Background: an optimization exercise with open tools, aiming at small area, a short achievable clock period and few clock cycles per item. Do not read the settings as production practice. Where RTL was checked, it was by simulation tests only, not by an equivalence proof against the original. Power is estimated from default activity; no workload was simulated.

== run A ==
// line_follow_steering_core
module line_follow_steering_core (
   input  logic        clock,
   input  logic        reset,
   input  logic        req_valid,
   output logic        req_stall,
   input  logic [22:0] req_word,
   output logic        rsp_valid,
   input  logic        rsp_stall,
   output logic [17:0] rsp_word,
   input  logic        csr_write_en,
   input  logic [2:0]  csr_index,
   input  logic [15:0] csr_data
);
export LEC_CHECK = 0
export CAP_MARGIN = 20
export CORE_MARGIN = 2
export CORE_UTILIZATION = 55
export CTS_BUF_LIST = sky130_fd_sc_hd__clkbuf_8
export CTS_CLUSTER_SIZE = 40
export PLACE_DENSITY = 0.7
export SLEW_MARGIN = 20
export SYNTH_HIERARCHICAL = 1
create_clock -name core_clock -period 11.0 [get_ports {clock}]
standard.sh (not shown) runs the stock make flow with config.mk's settings and CLKGATE_MAP_FILE= SYNTH_SCRIPT=/design/flow/synth_recipe.tcl, a recipe that flattens the netlist after the stock synthesis.
==> flow/flow/run.sh <==
#!/bin/bash
set -euo pipefail
MARGIN=$(cat flow/margin.txt)
bash standard.sh SETUP_SLACK_MARGIN="$MARGIN" TNS_END_PERCENT=100 REMOVE_ABC_BUFFERS=1 \
  BUFFER_PORTS_ARGS="-buffer_cell sky130_fd_sc_hd__buf_1" finish > flow_make.log 2>&1
==> flow/flow/margin.txt <==
7.2
Run A was carried through to the last stage, and its layout satisfied the timing, design-rule and antenna checks.
Testbench counts of run A, summed over its fixed seeds: cycles 19,776, items 19,200.
> inputs changed (run A -> run B)
==> flow/flow/margin.txt <==
6.6
Notes after the runs:
- Run B: flow completed, timing, DRC and antenna clean
- Design area is higher on run A
- Part of the cycle the worst path needs delta for run B relative to run A: 2.6 points higher
- The lower signed area change from the synthesized netlist to the final layout of run A and run B is in run B.
- On clock latency of the later-clocked register in the worst-skew pair, run A and run B are neck and neck.
- Minimum clock period: run B > run A
- Compared with run A, in run B core utilization of the finished layout down 7.4 points; combinational cell fraction of total power decreased by 6.4 points relative to the old numbers; maximum fanout count along the critical path now larger; number of filler instances in the final layout up 13%; routed length per instance now sits lower.
- In the flow results for run A and run B, the routed wire length is larger on run A.
The following lists how run C was set up differently from run B:
Settings: CORE_UTILIZATION: 55 -> 40; PLACE_DENSITY: 0.7 -> unset.
==> flow/flow/margin.txt <==
7.0
## What came out
pd$_SDFFE_PP0P_ as the startpoint of the worst setup timing path was reported by run B, and base[2]$_SDFFE_PP0P_ by run C.
Cmp run C vs run B: clock-pin slew of the registers on the worst-case setup and hold paths higher in run C
Met3 track demand over resource: run B and run C compared, higher one is run B
[compare] base=run B new=run C: worst setup slack after layout rose 0.26 ns, actual transition at the worst max-transition pin fell 0.0041 ns, cell area rose 7.8%, wire length of the first global-routing pass rose 4800 um.
Between run B and run C, maximum frequency is lower for run B, run C comes in above that.
The higher placed cell area of run B and run C is in run C.

## before
Another version of the RTL of line_follow_steering_core (not shown whole).
For scale: roughly 2200 cells after synthesis, ~130 flip-flops, about 67 I/O pins, ~19000 um2 of cells after synthesis.
==> flow/config.mk <==
export PLATFORM = sky130hd
export DESIGN_NAME = line_follow_steering_core
export DESIGN_NICKNAME = line_follow_steering_core
export VERILOG_FILES = /design/flow/design.v
export SDC_FILE = /design/flow/constraint.sdc
export NUM_CORES = 4
export LEC_CHECK = 0
export CAP_MARGIN = 20
export CORE_MARGIN = 2
export CORE_UTILIZATION = 40
export SLEW_MARGIN = 20
==> flow/constraint.sdc <==
create_clock -name core_clock -period 11.0 [get_ports {clock}]
set_input_delay 2.2000 -clock core_clock [delete_from_list [all_inputs] [get_ports {clock}]]
set_output_delay 2.2000 -clock core_clock [all_outputs]
set_load 0.01 [all_outputs]
run.sh (not shown) runs the stock make flow with config.mk's settings and CLKGATE_MAP_FILE= SYNTH_SCRIPT=/design/flow/synth_recipe.tcl, a recipe that flattens the netlist after the stock synthesis.
Stock flow here: none of the scripts above is used.
before was carried through to the last stage, and its layout satisfied the timing, design-rule and antenna checks.
### before -> after
Settings: SETUP_SLACK_MARGIN now 5, previously not set.
--- outcome ---
after: all stages complete, timing, DRC and antenna checks passed. after: final worst setup slack 2.00 ns above before. From before to after, final-report setup violation count did not move at all. after ended with less net switching fraction of the power than before. The cell total after placement was comparable across after and before. First-iteration DRC count ended up about 6% lower on after than on before. Going from before to after, the area growth from synthesis to final layout was found to have gone up by 8.9 points.
No run of this note included a check of the RTL's function; only the layout flow was run.

## static timing again, ports no longer ideal
The flow's constraints put no driver on any port. The routed layouts listed below were extracted and timed again, unchanged, in two steps. Step 1 sets driving cells, clkbuf_16 on the clock port and buf_2 on the other inputs (assumed; they add their load-dependent delay and slew). Step 2 moves the port delays by t, midway between the first and last clock arrival at a register: inputs arrive t later, outputs are due t later. That takes back most of the time a late clock gives input paths. Three values: ideal, step 1, step 2; two values: the first two.
run | t (ns) | setup slack, ns | worst setup path at the end
run A | 0.558 | 7.006 / 7.006 / 6.573 | input to register
run B | 0.552 | 6.716 / 6.716 / 6.390 | input to register
run C | 0.570 | 6.976 / 6.976 / 6.571 | input to register
before | 0.493 | 2.374 / 2.374 / 2.374 | register to register
after | 0.490 | 4.374 / 4.374 / 4.374 | register to register
After both steps setup and hold are still met in every run listed. The setup slack of run A, which loses most, moves by 0.000 ns with the drivers and by -0.433 ns with both steps.
